Background: an optimization exercise with open tools, aiming at small area, a short achievable clock period and few clock cycles per item. Do not read the settings as production practice. RTL that was checked went through simulation tests only; none was proved equivalent to the original. No functional check of the RTL was part of runs 1 and 2.

==> design/flow/design.v <==
package sdft_pkg;
  function automatic int prod_w(input int in_w);
    prod_w = 2 * in_w + 1;
  endfunction
  function automatic int iter_n(input int in_w, input int fr_w);
    iter_n = in_w + fr_w;
  endfunction
endpackage
module serial_udiv #(
  parameter int rem_w = 8,
  parameter int out_w = 9,
  parameter int d_w   = 16
) (
  input  logic [rem_w-1:0] rem,
  input  logic             xbit,
  input  logic [d_w-1:0]   divisor,
  output logic [out_w-1:0] rem_o,
  output logic             take
);
  localparam int sw = (rem_w + 1 > d_w) ? rem_w + 1 : d_w;
  logic [sw-1:0] sh, dv, diff;
  always_comb begin
    sh    = sw'({rem, xbit});
    dv    = sw'(divisor);
    take  = (sh >= dv);
    diff  = sh - dv;
    rem_o = take ? diff[out_w-1:0] : sh[out_w-1:0];
  end
endmodule
module complex_div #(
  parameter int data_in_w  = 8,
  parameter int data_out_w = 16,
  parameter int frac_w     = 8
) (
  input  logic                         clk,
  input  logic                         reset_n,
  input  logic signed [data_in_w-1:0]  a_real,
  input  logic signed [data_in_w-1:0]  a_imag,
  input  logic signed [data_in_w-1:0]  b_real,
  input  logic signed [data_in_w-1:0]  b_imag,
  input  logic                         in_valid,
  output logic                         in_ready,
  output logic signed [data_out_w-1:0] out_real,
  output logic signed [data_out_w-1:0] out_imag,
  output logic                         out_valid,
  input  logic                         out_ready,
  output logic                         div_zero,
  output logic                         sat
);
  localparam int NS = 16;    
  localparam int DW = 16;    
  localparam int SPS = 2;    
  localparam int NT = NS / SPS;  
  logic          adv;                
  logic [NT+3:0] vld;                
  logic          kv;                 
  logic          push, pop, o_free;
  assign in_ready = adv;
  logic signed [7:0] ar0, ai0, br0, bi0;
  logic signed [15:0] p_rr, p_ii, p_ir, p_ri;
  logic        [14:0] s_rr, s_ii;
  logic               dz1;
  logic [NS:0][14:0] rem_r, rem_i;    
  logic [NS:0][15:0] dq_r, dq_i;      
  logic [NS:0][15:0] den;
  logic [NS:0]       ng_r, ng_i, dz;
  logic signed [16:0] nr_c, ni_c;
  logic        [15:0] d_c, nm_r_c, nm_i_c;
  assign nr_c   = 17'(p_rr) + 17'(p_ii);
  assign ni_c   = 17'(p_ir) - 17'(p_ri);
  assign d_c    = 16'(s_rr) + 16'(s_ii);
  assign nm_r_c = nr_c[16] ? 16'(-nr_c) : nr_c[15:0];
  assign nm_i_c = ni_c[16] ? 16'(-ni_c) : ni_c[15:0];
  always_ff @(posedge clk) begin
    if (adv) begin
      ar0  <= a_real;
      ai0  <= a_imag;
      br0  <= b_real;
      bi0  <= b_imag;
      p_rr <= ar0 * br0;
      p_ii <= ai0 * bi0;
      p_ir <= ai0 * br0;
      p_ri <= ar0 * bi0;
      s_rr <= 15'(br0 * br0);
      s_ii <= 15'(bi0 * bi0);
      dz1  <= (br0 == 8'sd0) && (bi0 == 8'sd0);
    end
  end
  logic [15:0] nm_r2, nm_i2, d2;
  logic        ng_r2, ng_i2, dz2;
  always_ff @(posedge clk) begin
    if (adv) begin
      nm_r2 <= nm_r_c;
      nm_i2 <= nm_i_c;
      d2    <= d_c;
      ng_r2 <= nr_c[16];
      ng_i2 <= ni_c[16];
      dz2   <= dz1;
    end
  end
  assign rem_r[0] = 15'(nm_r2[15:8]);
  assign rem_i[0] = 15'(nm_i2[15:8]);
  assign dq_r[0]  = {nm_r2[7:0], 8'b0};
  assign dq_i[0]  = {nm_i2[7:0], 8'b0};
  assign den[0]   = d2;
  assign ng_r[0]  = ng_r2;
  assign ng_i[0]  = ng_i2;
  assign dz[0]    = dz2;
  for (genvar j = 1; j <= NS; j++) begin : g_step
    localparam int WI = (8 + j - 1 < 15) ? 8 + j - 1 : 15;    
    localparam int WO = (8 + j < 15) ? 8 + j : 15;            
    localparam int XQ = (j < 8) ? 8 : j;                       
    localparam bit REG = (j % SPS == 0) || (j == NS);
    logic [WO-1:0] nrem_r, nrem_i;
    logic          tk_r, tk_i;
    logic [15:0]   ndq_r, ndq_i;
    serial_udiv #(.rem_w(WI), .out_w(WO), .d_w(DW)) u_r (
      .rem(rem_r[j-1][WI-1:0]), .xbit(dq_r[j-1][15]), .divisor(den[j-1]),
      .rem_o(nrem_r), .take(tk_r));
    serial_udiv #(.rem_w(WI), .out_w(WO), .d_w(DW)) u_i (
      .rem(rem_i[j-1][WI-1:0]), .xbit(dq_i[j-1][15]), .divisor(den[j-1]),
      .rem_o(nrem_i), .take(tk_i));
    assign ndq_r = {dq_r[j-1][14:0], tk_r};
    assign ndq_i = {dq_i[j-1][14:0], tk_i};
    if (REG) begin : g_reg
      logic [XQ-1:0] xq_r, xq_i;
      logic          g_r, g_i, z;
      always_ff @(posedge clk) begin
        if (adv) begin
          g_r <= ng_r[j-1];
          g_i <= ng_i[j-1];
          z   <= dz[j-1];
        end
      end
      if (j < 8) begin : g_x
        always_ff @(posedge clk) begin
          if (adv) begin
            xq_r <= {ndq_r[15:8+j], ndq_r[j-1:0]};
            xq_i <= {ndq_i[15:8+j], ndq_i[j-1:0]};
          end
        end
        assign dq_r[j] = {xq_r[7:j], 8'b0, xq_r[j-1:0]};
        assign dq_i[j] = {xq_i[7:j], 8'b0, xq_i[j-1:0]};
      end else begin : g_q
        always_ff @(posedge clk) begin
          if (adv) begin
            xq_r <= ndq_r[j-1:0];
            xq_i <= ndq_i[j-1:0];
          end
        end
        assign dq_r[j] = 16'(xq_r);
        assign dq_i[j] = 16'(xq_i);
      end
      if (j < NS) begin : g_rem
        logic [WO-1:0] rr, ri;
        logic [15:0]   dd;
        always_ff @(posedge clk) begin
          if (adv) begin
            rr <= nrem_r;
            ri <= nrem_i;
            dd <= den[j-1];
          end
        end
        assign rem_r[j] = 15'(rr);
        assign rem_i[j] = 15'(ri);
        assign den[j]   = dd;
      end else begin : g_last
        assign rem_r[j] = '0;
        assign rem_i[j] = '0;
        assign den[j]   = '0;
      end
      assign ng_r[j] = g_r;
      assign ng_i[j] = g_i;
      assign dz[j]   = z;
    end else begin : g_comb
      assign rem_r[j] = 15'(nrem_r);
      assign rem_i[j] = 15'(nrem_i);
      assign dq_r[j]  = ndq_r;
      assign dq_i[j]  = ndq_i;
      assign den[j]   = den[j-1];
      assign ng_r[j]  = ng_r[j-1];
      assign ng_i[j]  = ng_i[j-1];
      assign dz[j]    = dz[j-1];
    end
  end
  function automatic logic [16:0] clamp(input logic neg, input logic zero, input logic [15:0] q);
    logic [15:0] v;
    logic        s;
    if (zero) begin
      v = 16'd0;
      s = 1'b0;
    end else if (q[15]) begin
      v = neg ? 16'h8000 : 16'h7fff;
      s = !neg || (q[14:0] != 15'd0);
    end else begin
      v = neg ? -q : q;
      s = 1'b0;
    end
    clamp = {s, v};
  endfunction
  logic [15:0] res_r, res_i;
  logic        st_r, st_i;
  assign {st_r, res_r} = clamp(ng_r[NS], dz[NS], dq_r[NS]);
  assign {st_i, res_i} = clamp(ng_i[NS], dz[NS], dq_i[NS]);
  logic [15:0] k_real, k_imag;
  logic        k_dz, k_sat;
  assign push   = adv && vld[NT+2];
  assign pop    = out_valid && out_ready;
  assign o_free = !out_valid || out_ready;
  always_ff @(posedge clk) begin
    if (adv) begin
      k_real <= res_r;
      k_imag <= res_i;
      k_dz   <= dz[NS];
      k_sat  <= st_r || st_i;
    end
    if (o_free) begin
      out_real <= kv ? k_real : res_r;
      out_imag <= kv ? k_imag : res_i;
      div_zero <= kv ? k_dz   : dz[NS];
      sat      <= kv ? k_sat  : (st_r || st_i);
    end
  end
  logic kv_n;
  always_comb begin
    if (o_free) kv_n = kv && push;
    else        kv_n = kv || push;
  end
  always_ff @(posedge clk or negedge reset_n) begin
    if (!reset_n) begin
      adv       <= 1'b0;
      vld       <= '0;
      kv        <= 1'b0;
      out_valid <= 1'b0;
    end else begin
      if (adv) vld <= {vld[NT+2:0], in_valid};
      kv        <= kv_n;
      out_valid <= o_free ? (kv || push) : 1'b1;
      adv       <= !kv_n;
    end
  end
endmodule
==> design/flow/run.sh <==
#!/bin/bash
# synth_recipe.tcl (not shown) runs the flow's synth.tcl, then flattens the netlist and writes it again
# the make line also repeats each setting of config.mk as NAME=value (left out here)
make -C /OpenROAD-flow-scripts/flow DESIGN_CONFIG=/design/flow/config.mk WORK_HOME=/design/flow/orfs CLKGATE_MAP_FILE= SYNTH_SCRIPT=/design/flow/synth_recipe.tcl finish
==> design/flow/config.mk <==
export PLATFORM = sky130hd
export DESIGN_NAME = complex_div
export DESIGN_NICKNAME = complex_div
export VERILOG_FILES = /design/flow/design.v
export SDC_FILE = /design/flow/constraint.sdc
export NUM_CORES = 4
export LEC_CHECK = 0
export ABC_CLOCK_PERIOD_IN_PS = 2800
export CAP_MARGIN = 20
export CORE_MARGIN = 2
export CORE_UTILIZATION = 40
export SETUP_SLACK_MARGIN = 4.2
export SLEW_MARGIN = 20
==> design/flow/constraint.sdc <==
create_clock -name core_clock -period 7.0 [get_ports {clk}]
set_input_delay 1.4000 -clock core_clock [delete_from_list [all_inputs] [get_ports {clk}]]
set_output_delay 1.4000 -clock core_clock [all_outputs]
set_load 0.01 [all_outputs]
==> reports/metrics.cfg, run 1 <==
[final_layout]
fin_util = 0.5309
layout.cells.most_common = edfxtp_1
area_delta_synth_final_pct = 31.73
fillers = 13190
drive_above_1_share = 0.3373
instances_no_fill = 9065
layout_common_cells = edfxtp_1, inv_1, buf_4
fin_area_um2 = 83030
nNetsFinal = 7966

[timing]
fin_crit_sh = 0.7704
min_period_ns = 5.393
fmax_mhz = 185.4
fin_worst_skew_ns = 0.04311
worst_slack_ns = 1.607
maxSlewViolCount = 0
whs_ns = 0.4038
slew_headroom = 0.3021
setup_tns_ns = 0
worstMarginPinSlew_ns = 1.043
rsz0062_at_grt = true
hold_viol_final = 0
setup_viol = 0

[logic_synthesis]
avgSynthCellArea_um2 = 10.54
ys.flop_type = edfxtp_1
syn_inst = 5981
synth_edf_count = 740
synth_nets = 7012
synth-seq-cells = 754
async_flop_share = 0.01857
seq_area_frac_synth = 0.3581
ys_warn_count = 9
synthDistinctLibCells = 88
syn_area_um2 = 63030

[worst_setup_path]
slowest_delay_ns = 0.38
cp-end-kind = register
arrival_ns = 5.85
critPathKind = reg -> reg
crit_buf_inv = 4
crit_slowest_cell = edfxtp_1
cp_max_fo = 7
worst_ep_required_time_ns = 7.45
r2r_cells = 26
startpoint_type = register
path_depth = 26
critPathTopFamily = compound AO/OA/AOI/OAI gates

[die]
ios = 72
die_y_um = 401.0
coreArea_um2 = 156400
die_x_um = 401.0
die-area_um2 = 160800
placementRows = 145
initial_utilization = 0.4031

[global_route]
antenna_found_initial = 4
grt_pass1_vias = 48390
overflow = 0
grt_usage = 0.2040
grt_pass1_wl_um = 261800
grt_start_max_net_pins = 152

[place]
pre_cts_ws_ns = 0.6979
port_buffers = 71
placed_area_um2 = 66820
place_congestion = 0.8879
dp_cells = 8036
hpwlAfterDp_um = 113900

[routing]
vias_per_cell = 5.254
wl_per_cell_um = 18.85
drtIter0Drc = 2315
num_vias = 47630
drcViolationCount = 0
drt_pre_antenna_iters = 9
routed_wl_um = 170900
drtAntennaViolNets = 0

[job]
cap_viol_max_count = 0

[clock_network]
cts_sinks = 754
htreeDepth = 3
root_buffer = clkbuf_16
postCtsHoldBufs = 0
clk_latency_ns = 0.72
cts_buffer_depth = 3
cts_buffers = 88
clkTransAtPathRegs_ns = 0.06
cts_tree = done

[hold_path]
min_path_type = reg -> reg
whs_path_depth = 0

[outcome]
status = finished clean

[final cells by class]
class                           count  area (um^2)  area share
Sequential cell                   754        22580      0.2719
Clock inverter                     65        930.9     0.01121
Timing Repair Buffer              975         9012      0.1085
Timing Repair inverter              4        31.28   0.0003767
Clock buffer                       95         2228     0.02684
Tap cell                         2058         2575     0.03101
Multi-Input combinational cell   4292        42450      0.5113
Antenna cell                        2        5.005  0.00006027
Inverter                          820         3219     0.03877
[worst register-to-register path: stages (launching register included)]
cell      delay, ns
edfxtp_1       0.38
inv_2          0.12
ha_4           0.15
inv_2          0.03
fa_2           0.33
a21o_1         0.17
a21o_1         0.20
a221oi_4       0.32
o221ai_2       0.15
a21oi_2        0.19
nor2b_2        0.07
o21ai_2        0.17
a211oi_2       0.09
buf_6          0.15
mux2_4         0.32
ha_4           0.22
nor2b_1        0.12
o21ai_1        0.17
a21boi_1       0.11
o21ai_1        0.22
a21oi_2        0.11
a221oi_2       0.28
a21oi_1        0.11
o31ai_1        0.25
nor2b_4        0.23
buf_8          0.15
mux2_2         0.35
[flip-flops by register name (all words and copies together), names as in the netlist, 84 cells and up]
register               flops
g_step.g_reg.g_rem.dd    112
g_step.g_reg.g_rem.ri     96
g_step.g_reg.g_rem.rr     96
g_step.g_reg.xq_i         84
g_step.g_reg.xq_r         84
[cell families after synthesis]
| group | count (synthesis) | synth area share |
|---|---|---|
| buffers and inverters | 946 | 0.05737 |
| multiplexers | 376 | 0.06719 |
| adder cells (fa/ha/maj) | 995 | 0.2372 |
| XOR/XNOR | 452 | 0.06281 |
| AO/OA/AOI/OAI | 1081 | 0.1093 |
| flip-flops | 754 | 0.3581 |
| AND/OR/NAND/NOR | 1377 | 0.1081 |
[cell usage after synthesis, drive strengths merged (73+ instances only)]
cell	count	area [um^2]
nor3	95	475.5
fa	333	6666
clkbuf	89	334.1
nor2	378	1419
nand2	311	1167
a21o	145	1089
edfxtp	740	22220
nand4	73	456.7
o21ai	211	1060
inv	818	3070
mux2	347	3945
nor2b	84	525.5
and2	184	1151
xnor2	328	2873
a21oi	364	1852
xor2	124	1086
ha	662	8283
[final timing paths]
check / from / to / slack [ns]
min: g_step[14].g_reg.xq_i[7]$_DFFE_PP_ / g_step[16].g_reg.xq_i[9]$_DFFE_PP_ / 0.40
max reg2reg: g_step[6].g_reg.xq_i[7]$_DFFE_PP_ / g_step[8].g_reg.g_rem.ri[3]$_DFFE_PP_ / 1.61
max: g_step[6].g_reg.xq_i[7]$_DFFE_PP_ / g_step[8].g_reg.g_rem.ri[3]$_DFFE_PP_ / 1.61
max in group asynchronous: reset_n / adv$_DFF_PN0_ / 5.44
min reg2reg: g_step[14].g_reg.xq_i[7]$_DFFE_PP_ / g_step[16].g_reg.xq_i[9]$_DFFE_PP_ / 0.40
min in group asynchronous: reset_n / vld[0]$_DFFE_PN0P_ / 1.08
[what timing repair did]
item,in CTS,in global routing
pin swaps,497,420
endpoints found under the setup margin,364,572
gates resized for setup,1150,468
setup buffers,650,195
cloned,21,1
[layer usage]
layer	global-route usage	wire, um	share of wire
met4	0.09507	8973	0.053
met5	0	20	0.00012
met1	0.2380	68040	0.40
met3	0.02608	6275	0.037
met2	0.3702	87560	0.51
==> inputs of run 2 (changes only) <==
--- a/design/flow/config.mk
+++ b/design/flow/config.mk
@@ -6,8 +6,6 @@
 export NUM_CORES = 4
 export LEC_CHECK = 0
-export ABC_CLOCK_PERIOD_IN_PS = 2800
 export CAP_MARGIN = 20
 export CORE_MARGIN = 2
 export CORE_UTILIZATION = 40
-export SETUP_SLACK_MARGIN = 4.2
 export SLEW_MARGIN = 20
==> reports/metrics.cfg, run 2 <==
[final_layout]
drive_above_1_share = 0.1024  ; -0.2349
multi_input_area_um2 = 36900  ; -13%
largest_register = g_step.g_reg.g_rem.dd
fin_area_um2 = 69450  ; -16%
largest_register_ffs = 112  ; unchanged
layout.cells.most_common = inv_1
layout_common_cells = inv_1, edfxtp_1, ha_1
reg_top3 = g_step.g_reg.g_rem.dd x112, g_step.g_reg.g_rem.ri x96, g_step.g_reg.g_rem.rr x96
fillers = 14660  ; +11%
nNetsFinal = 7132  ; -10%
area_delta_synth_final_pct = 10.18
regArea_um2 = 22580  ; unchanged
diodes = 0  ; -2
fin_util = 0.4441  ; -0.08685

[hold_path]
whs_path_depth = 0  ; unchanged
worstHoldStart = g_step[4].g_reg.xq_i[4]$_DFFE_PP_
holdPathEnd = g_step[6].g_reg.xq_i[6]$_DFFE_PP_
min_path_type = reg -> reg

[logic_synthesis]
synthDistinctLibCells = 88  ; unchanged
synth_nets = 7012  ; unchanged
syn_area_um2 = 63030  ; unchanged
synth_area_leaders = edfxtp_1, ha_1, fa_1
yosysTopAreaCell = edfxtp_1
yosysMostFrequentCell = inv_1
synth_top_cell_area_share = 0.3525  ; unchanged
synth_commonest_cells = inv_1, edfxtp_1, ha_1
ys.flop_type = edfxtp_1
synth_edf_count = 740  ; unchanged
seq_area_frac_synth = 0.3581  ; unchanged
synth-seq-cells = 754  ; unchanged
syn_inst = 5981  ; unchanged
ys_warn_count = 9  ; unchanged
async_flop_share = 0.01857  ; unchanged
avgSynthCellArea_um2 = 10.54  ; unchanged

[global_route]
antenna_found_initial = 1  ; -3
grt_start_max_net_pins = 134  ; -12%
grt_pass1_wl_um = 236000  ; -9.8%
overflow = 0  ; unchanged
grt_usage = 0.1841  ; -0.01991
grt_pass1_vias = 43980  ; -9.1%

[clock_network]
cts_buffer_depth = 3  ; unchanged
root_buffer = clkbuf_16
clkTransAtPathRegs_ns = 0.06  ; about the same
clk_latency_ns = 0.70  ; -0.02 ns
cts_buffers = 87  ; -1.1%
cts_tree = done
cts_sinks = 754  ; unchanged
htreeDepth = 3  ; unchanged

[routing]
drcViolationCount = 0  ; unchanged
drt_pre_antenna_iters = 5  ; -4
drtIter0Drc = 2051  ; -11%
drtAntennaViolNets = 0  ; unchanged
wl_per_cell_um = 17.79  ; -5.6%
routed_wl_um = 146400  ; -14%
num_vias = 42410  ; -11%
vias_per_cell = 5.152  ; -1.9%

[die]
initial_utilization = 0.4031  ; unchanged
ios = 72  ; unchanged
die_y_um = 401.0  ; unchanged
placementRows = 145  ; unchanged
coreArea_um2 = 156400  ; unchanged
die_x_um = 401.0  ; unchanged
die-area_um2 = 160800  ; unchanged

[worst_setup_path]
reg2reg_slack_ns = 0.60  ; -1.01 ns
r2r_cells = 21  ; -19%
crit_slowest_cell = edfxtp_1
cpMostUsedCell = a21oi_1
arrival_ns = 6.85  ; +1.00 ns
r2r-start = g_step[10].g_reg.g_rem.dd[0]$_DFFE_PP_
r2r_end = g_step[12].g_reg.g_rem.rr[10]$_DFFE_PP_
worst_ep_required_time_ns = 7.45  ; about the same
cp_max_fo = 16  ; +9
slowest_delay_ns = 0.62  ; +0.24 ns
startpoint_type = register
critPathKind = reg -> reg
cp-end-kind = register
critical_path.cell_chain = inv_1, fa_1, a21o_1, a21oi_1, nor2_1, o31a_1, o21ai_0, a21oi_1, o2111ai_1, a21oi_1, mux2_2, ha_1, o21a_1, o21ai_1, a21oi_1, a211oi_2, o21ai_1, a31oi_1, o21ai_1, a311o_1, mux2_2

[timing]
fin_worst_skew_ns = 0.02852  ; -0.01459 ns
setup_viol = 0  ; unchanged
fin_crit_sh = 0.9145  ; +0.1441
hold_viol_final = 0  ; unchanged
slew_headroom = 0.2423  ; -0.05980
setup_tns_ns = 0  ; unchanged
worstMarginPinSlew_ns = 1.121  ; +0.07744 ns
min_period_ns = 6.402  ; +1.009 ns
rsz0062_at_grt = false
maxSlewViolCount = 0  ; unchanged
fmax_mhz = 156.2  ; -16%

[place]
placed_area_um2 = 66500  ; -0.47%
hpwlAfterDp_um = 116600  ; +2.4%
port_buffers = 71  ; unchanged
place_congestion = 0.9280  ; +4.5%

[outcome]
status = finished clean

[job]
cap_viol_max_count = 0  ; unchanged

run 2: cell counts after synthesis:
Identical to the previous run, type by type.
run 2: cell families (layout without fill, tap and decap cells):
| family | count (synthesis) | in the layout | share of synthesized area |
|---|---|---|---|
| DFF | 754 | 754 | 0.3581 |
| adders and majority gates | 995 | 995 | 0.2372 |
| muxes | 376 | 376 | 0.06719 |
| AOI/OAI and AO/OA | 1081 | 1081 | 0.1093 |
| and+or+nand+nor | 1377 | 1377 | 0.1081 |
| xor gates and xnor gates | 452 | 452 | 0.06281 |
| buffers and inverters | 946 | 1138 | 0.05737 |
run 2: worst max path at each step:
stage / startpoint / endpoint / slack, ns
finish: g_step[10].g_reg.g_rem.dd[0]$_DFFE_PP_ / g_step[12].g_reg.g_rem.rr[10]$_DFFE_PP_ / 0.60
detailed placement: g_step[10].g_reg.g_rem.dd[0]$_DFFE_PP_ / g_step[12].g_reg.g_rem.ri[9]$_DFFE_PP_ / 0.57
floorplan: adv$_DFF_PN0_ / in_ready / 0.65
global route: g_step[10].g_reg.g_rem.dd[0]$_DFFE_PP_ / g_step[12].g_reg.g_rem.rr[2]$_DFFE_PP_ / 0.06
global placement: g_step[10].g_reg.g_rem.dd[0]$_DFFE_PP_ / g_step[12].g_reg.g_rem.rr[2]$_DFFE_PP_ / 0.74
CTS: g_step[10].g_reg.g_rem.dd[0]$_DFFE_PP_ / g_step[12].g_reg.g_rem.ri[9]$_DFFE_PP_ / 0.54
run 2: layer usage:
metal,track usage,wire length (um),up-vias
met2,0.3376,74180,685
met4,0.1069,10030,0
met1,0.2044,57940,20280
met5,0,0,-
met3,0.02229,4268,312
li1,-,-,21130
run 2: final cells by class:
type                       count  share of cell area
clock buffer                  97             0.03219
clock inverter                64            0.009638
inverter                     820             0.04432
multi-input combinational   4281              0.5312
sequential                   754              0.3251
tap                         2058             0.03708
timing repair buffer         157             0.02047
run 2: worst max-delay path, delay by kind of cell, from the launching register on:
family / cells / cell delay, ns
compound gates: 15 / 3.59
mux: 2 / 0.74
flops: 1 / 0.62
buf+inv: 1 / 0.26
fa+ha+maj: 2 / 0.83
simple gates: 1 / 0.10
run 2: repair_timing:
item,CTS,global route
setup endpoints to repair,0,6
hold buffers,0,0
resized for setup,0,1
buffers inserted,0,0
run 2: metrics by stage:
| step | setup WS (ns) | instances | hold slack, ns |
|---|---|---|---|
| final | 0.5985 | 8231 | 0.3980 |
| after global routing | 0.05902 | 8231 | 0.4039 |
| after global placement | 0.7392 | 8068 | 0.4002 |
| after CTS | 0.5419 | 8229 | 0.3973 |
| after detailed placement | 0.5686 | 8068 | 0.4045 |
| after floorplan | 0.6515 | 5981 | 0.4003 |
==> inputs of run 3 (changes only) <==
--- a/design/flow/design.v
+++ b/design/flow/design.v
@@ -50,8 +50,6 @@
   localparam int NS = 16;    
   localparam int DW = 16;    
-  localparam int SPS = 2;    
-  localparam int NT = NS / SPS;  
   logic          adv;                
-  logic [NT+3:0] vld;                
+  logic [NS+3:0] vld;                
   logic          kv;                 
   logic          push, pop, o_free;
@@ -111,5 +109,4 @@
     localparam int WO = (8 + j < 15) ? 8 + j : 15;            
     localparam int XQ = (j < 8) ? 8 : j;                       
-    localparam bit REG = (j % SPS == 0) || (j == NS);
     logic [WO-1:0] nrem_r, nrem_i;
     logic          tk_r, tk_i;
@@ -123,64 +120,53 @@
     assign ndq_r = {dq_r[j-1][14:0], tk_r};
     assign ndq_i = {dq_i[j-1][14:0], tk_i};
-    if (REG) begin : g_reg
-      logic [XQ-1:0] xq_r, xq_i;
-      logic          g_r, g_i, z;
+    logic [XQ-1:0] xq_r, xq_i;
+    logic          g_r, g_i, z;
+    always_ff @(posedge clk) begin
+      if (adv) begin
+        g_r <= ng_r[j-1];
+        g_i <= ng_i[j-1];
+        z   <= dz[j-1];
+      end
+    end
+    if (j < 8) begin : g_x
       always_ff @(posedge clk) begin
         if (adv) begin
-          g_r <= ng_r[j-1];
-          g_i <= ng_i[j-1];
-          z   <= dz[j-1];
+          xq_r <= {ndq_r[15:8+j], ndq_r[j-1:0]};
+          xq_i <= {ndq_i[15:8+j], ndq_i[j-1:0]};
         end
       end
-      if (j < 8) begin : g_x
-        always_ff @(posedge clk) begin
-          if (adv) begin
-            xq_r <= {ndq_r[15:8+j], ndq_r[j-1:0]};
-            xq_i <= {ndq_i[15:8+j], ndq_i[j-1:0]};
-          end
+      assign dq_r[j] = {xq_r[7:j], 8'b0, xq_r[j-1:0]};
+      assign dq_i[j] = {xq_i[7:j], 8'b0, xq_i[j-1:0]};
+    end else begin : g_q
+      always_ff @(posedge clk) begin
+        if (adv) begin
+          xq_r <= ndq_r[j-1:0];
+          xq_i <= ndq_i[j-1:0];
         end
-        assign dq_r[j] = {xq_r[7:j], 8'b0, xq_r[j-1:0]};
-        assign dq_i[j] = {xq_i[7:j], 8'b0, xq_i[j-1:0]};
-      end else begin : g_q
-        always_ff @(posedge clk) begin
-          if (adv) begin
-            xq_r <= ndq_r[j-1:0];
-            xq_i <= ndq_i[j-1:0];
-          end
+      end
+      assign dq_r[j] = 16'(xq_r);
+      assign dq_i[j] = 16'(xq_i);
+    end
+    if (j < NS) begin : g_rem
+      logic [WO-1:0] rr, ri;
+      logic [15:0]   dd;
+      always_ff @(posedge clk) begin
+        if (adv) begin
+          rr <= nrem_r;
+          ri <= nrem_i;
+          dd <= den[j-1];
         end
-        assign dq_r[j] = 16'(xq_r);
-        assign dq_i[j] = 16'(xq_i);
-      end
-      if (j < NS) begin : g_rem
-        logic [WO-1:0] rr, ri;
-        logic [15:0]   dd;
-        always_ff @(posedge clk) begin
-          if (adv) begin
-            rr <= nrem_r;
-            ri <= nrem_i;
-            dd <= den[j-1];
-          end
-        end
-        assign rem_r[j] = 15'(rr);
-        assign rem_i[j] = 15'(ri);
-        assign den[j]   = dd;
-      end else begin : g_last
-        assign rem_r[j] = '0;
-        assign rem_i[j] = '0;
-        assign den[j]   = '0;
-      end
-      assign ng_r[j] = g_r;
-      assign ng_i[j] = g_i;
-      assign dz[j]   = z;
-    end else begin : g_comb
-      assign rem_r[j] = 15'(nrem_r);
-      assign rem_i[j] = 15'(nrem_i);
-      assign dq_r[j]  = ndq_r;
-      assign dq_i[j]  = ndq_i;
-      assign den[j]   = den[j-1];
-      assign ng_r[j]  = ng_r[j-1];
-      assign ng_i[j]  = ng_i[j-1];
-      assign dz[j]    = dz[j-1];
-    end
+      end
+      assign rem_r[j] = 15'(rr);
+      assign rem_i[j] = 15'(ri);
+      assign den[j]   = dd;
+    end else begin : g_last
+      assign rem_r[j] = '0;
+      assign rem_i[j] = '0;
+      assign den[j]   = '0;
+    end
+    assign ng_r[j] = g_r;
+    assign ng_i[j] = g_i;
+    assign dz[j]   = z;
   end
   function automatic logic [16:0] clamp(input logic neg, input logic zero, input logic [15:0] q);
@@ -205,5 +191,5 @@
   logic [15:0] k_real, k_imag;
   logic        k_dz, k_sat;
-  assign push   = adv && vld[NT+2];
+  assign push   = adv && vld[NS+2];
   assign pop    = out_valid && out_ready;
   assign o_free = !out_valid || out_ready;
@@ -234,5 +220,5 @@
       out_valid <= 1'b0;
     end else begin
-      if (adv) vld <= {vld[NT+2:0], in_valid};
+      if (adv) vld <= {vld[NS+2:0], in_valid};
       kv        <= kv_n;
       out_valid <= o_free ? (kv || push) : 1'b1;
==> reports/metrics.cfg, run 3 <==
[logic_synthesis]
synth_commonest_cells = edfxtp_1, inv_1, ha_1
synthDistinctLibCells = 93  ; +5.7%
ys.flop_type = edfxtp_1
synth-seq-cells = 1290  ; +71%
synth_edf_count = 1268  ; +71%
syn_area_um2 = 80620  ; +28%
synth_nets = 7941  ; +13%
avgSynthCellArea_um2 = 11.69  ; +11%
async_flop_share = 0.01705  ; -0.001513
ys_warn_count = 9  ; unchanged
synth_area_leaders = edfxtp_1, ha_1, fa_1
seq_area_frac_synth = 0.4791  ; +0.1210
yosysMostFrequentCell = edfxtp_1
synth_top_cell_area_share = 0.4723  ; +0.1198
yosysTopAreaCell = edfxtp_1
syn_inst = 6895  ; +15%

[clock_network]
cts_sinks = 1290  ; +71%
cts_buffers = 143  ; +64%
cts_tree = done
clk_latency_ns = 0.81  ; +0.11 ns
post_cts_buffers = 0  ; unchanged
htreeDepth = 4  ; +1
cts-resized-gates = 0  ; unchanged
clkTransAtPathRegs_ns = 0.06  ; about the same
root_buffer = clkbuf_16
cts_buffer_depth = 3  ; unchanged
postCtsHoldBufs = 0  ; unchanged

[timing]
slew_headroom = 0.2686  ; +0.02634
hold_viol_final = 0  ; unchanged
fmax_mhz = 180.0  ; +15%
setup_viol = 0  ; unchanged
maxSlewViolCount = 0  ; unchanged
worstMarginPinSlew_ns = 1.097  ; -0.02372 ns
fin_crit_sh = 0.7937  ; -0.1208
min_period_ns = 5.556  ; -0.8455 ns
fin_worst_skew_ns = 0.05665  ; +0.02813 ns
rsz0062_at_grt = false

[global_route]
gr-usage-met1 = 0.2350  ; +0.03056
grt_usage = 0.1769  ; -0.007267
grt_pass1_wl_um = 285500  ; +21%
busiest_layer = met2
grt.met3_usage = 0.02462  ; +0.002324
antenna_found_initial = 3  ; +2
overflow = 0  ; unchanged
grt_start_max_net_pins = 179  ; +34%
grt_pass1_vias = 50710  ; +15%
grt_use_met2 = 0.3038  ; -0.03372

[final_layout]
fin_util = 0.4475  ; +0.003405
instances_no_fill = 9790  ; +19%
largest_register_ffs = 240  ; +110%
fillers = 18350  ; +25%
drive_above_1_share = 0.08103  ; -0.02135
reg_top3 = g_step.g_rem.dd x240, g_step.g_rem.ri x204, g_step.g_rem.rr x204
area_delta_synth_final_pct = 11.05
nNetsFinal = 8063  ; +13%
layout_common_cells = edfxtp_1, inv_1, ha_1
layout.cells.most_common = edfxtp_1
largest_register = g_step.g_rem.dd

[routing]
routed_wl_um = 180600  ; +23%
drtAntennaViolNets = 0  ; unchanged
num_vias = 50310  ; +19%
drcViolationCount = 0  ; unchanged
drtIter0Drc = 3458  ; +69%
drt_pre_antenna_iters = 5  ; unchanged
wl_per_cell_um = 18.45  ; +3.7%
vias_per_cell = 5.139  ; -0.26%

[worst_setup_path]
startpoint_type = register
arrival_ns = 6.07  ; -0.78 ns
cp-end-kind = register
worst_ep_required_time_ns = 7.51  ; +0.06 ns
r2r_cells = 18  ; -14%
reg2reg_slack_ns = 1.44  ; +0.85 ns
cp_max_fo = 15  ; -1
critPathKind = reg -> reg

[hold_path]
min_path_type = reg -> reg
whs_path_depth = 0  ; unchanged

[place]
port_buffers = 71  ; unchanged
hpwlAfterDp_um = 138400  ; +19%
dp_cells = 9527  ; +18%
place_congestion = 0.8782  ; -5.4%

[die]
die-area_um2 = 205200  ; +28%
die_x_um = 452.9  ; +13%
initial_utilization = 0.4030  ; about the same
coreArea_um2 = 200100  ; +28%
placementRows = 164  ; +13%
die_y_um = 452.9  ; +13%
ios = 72  ; unchanged

[outcome]
status = finished clean

[job]
cap_viol_max_count = 0  ; unchanged

[run 3: layout make-up]
type / count / area (um^2) / area share
Antenna cell: 1 / 2.502 / 0.00002795
Clock buffer: 164 / 3657 / 0.04085
Clock inverter: 97 / 1314 / 0.01467
Inverter: 953 / 3577 / 0.03995
Multi-Input combinational cell: 4517 / 37910 / 0.4234
Sequential cell: 1290 / 38630 / 0.4315
Tap cell: 2656 / 3323 / 0.03712
Timing Repair Buffer: 112 / 1114 / 0.01244
[run 3: path summary, 6_finish.rpt]
path / startpoint / end
max: br0[2]$_DFFE_PP_ / p_ir[14]$_DFFE_PP_
min: ng_i2$_DFFE_PP_ / g_step[1].g_i$_DFFE_PP_
max reg2reg: br0[2]$_DFFE_PP_ / p_ir[14]$_DFFE_PP_
min reg2reg: ng_i2$_DFFE_PP_ / g_step[1].g_i$_DFFE_PP_
max in group asynchronous: reset_n / adv$_DFF_PN0_
min in group asynchronous: reset_n / out_valid$_DFF_PN0_
[run 3: through the flow]
step / instance area (um^2) / TNS (ns) / worst slack (ns) / hold slack, ns
final: 89530 / 0 / 1.444 / 0.3775
after global routing: 89530 / 0 / 1.035 / 0.3776
after global placement: 84520 / 0 / 1.418 / 0.4004
after detailed placement: 84530 / 0 / 1.362 / 0.4045
after CTS: 89500 / 0 / 1.334 / 0.3756
after floorplan: 80620 / -2620.22 / -2.720 / 0.4003
[run 3: cells by family (layout without fill, tap and decap cells)]
kind of cell	count (synthesis)	count (layout)	share of synthesized area
buffers and inverters	1088	1326	0.05146
other	0	1	0
DFF	1290	1290	0.4791
AOI/OAI and AO/OA	1230	1230	0.09953
xor gates and xnor gates	425	425	0.04617
muxes	275	275	0.03795
adders and majority gates	1010	1010	0.1880
and+or+nand+nor	1577	1577	0.09771
[run 3: worst max-delay path, stage by stage (launching register included)]
cell      delay, ns
edfxtp_1       0.71
and2_1         0.32
fa_1           0.47
inv_1          0.05
fa_1           0.48
inv_1          0.06
fa_1           0.53
inv_1          0.05
fa_1           0.53
inv_1          0.04
ha_1           0.31
o21ai_0        0.13
a21boi_0       0.26
o21ai_0        0.15
a21boi_0       0.28
o21ai_0        0.15
a21boi_0       0.34
nor4_1         0.08
a311o_1        0.32
[run 3: routing by layer]
| layer | share of wire | vias up |
|---|---|---|
| met5 | 0 | - |
| met4 | 0.020 | 0 |
| met3 | 0.037 | 210 |
| met2 | 0.49 | 907 |
| met1 | 0.45 | 24650 |
| li1 | - | 24540 |
Testbench counts of run 3, summed over its fixed seeds: cycles 3,368, items 3,200.

afterwards: timing with drivers on the ports:
Ports are ideal in the flow. The routed layouts listed here were re-timed in OpenROAD. Step 1 sets driving cells, clkbuf_16 on the clock port and buf_2 on the other inputs (assumed; they add their load-dependent delay and slew). Step 2 times the ports against the registers' clock, not the clock port: input delays grow and output delays shrink by t, the midpoint of the rising clock arrivals with the driver on. Three values: no drivers, after step 1, after step 2; two values: the first two.
| run | t (ns) | setup WS [ns] | hold WS [ns] |
|---|---|---|---|
| run 1 | 0.771 | 1.607 / 1.607 / 1.607 | 0.404 / 0.404 / 0.404 |
| run 2 | 0.763 | 0.598 / 0.598 / 0.598 | 0.398 / 0.398 / 0.398 |
| run 3 | 0.863 | 1.444 / 1.444 / 1.444 | 0.377 / 0.377 / 0.377 |
After both steps every run listed still meets setup and hold.
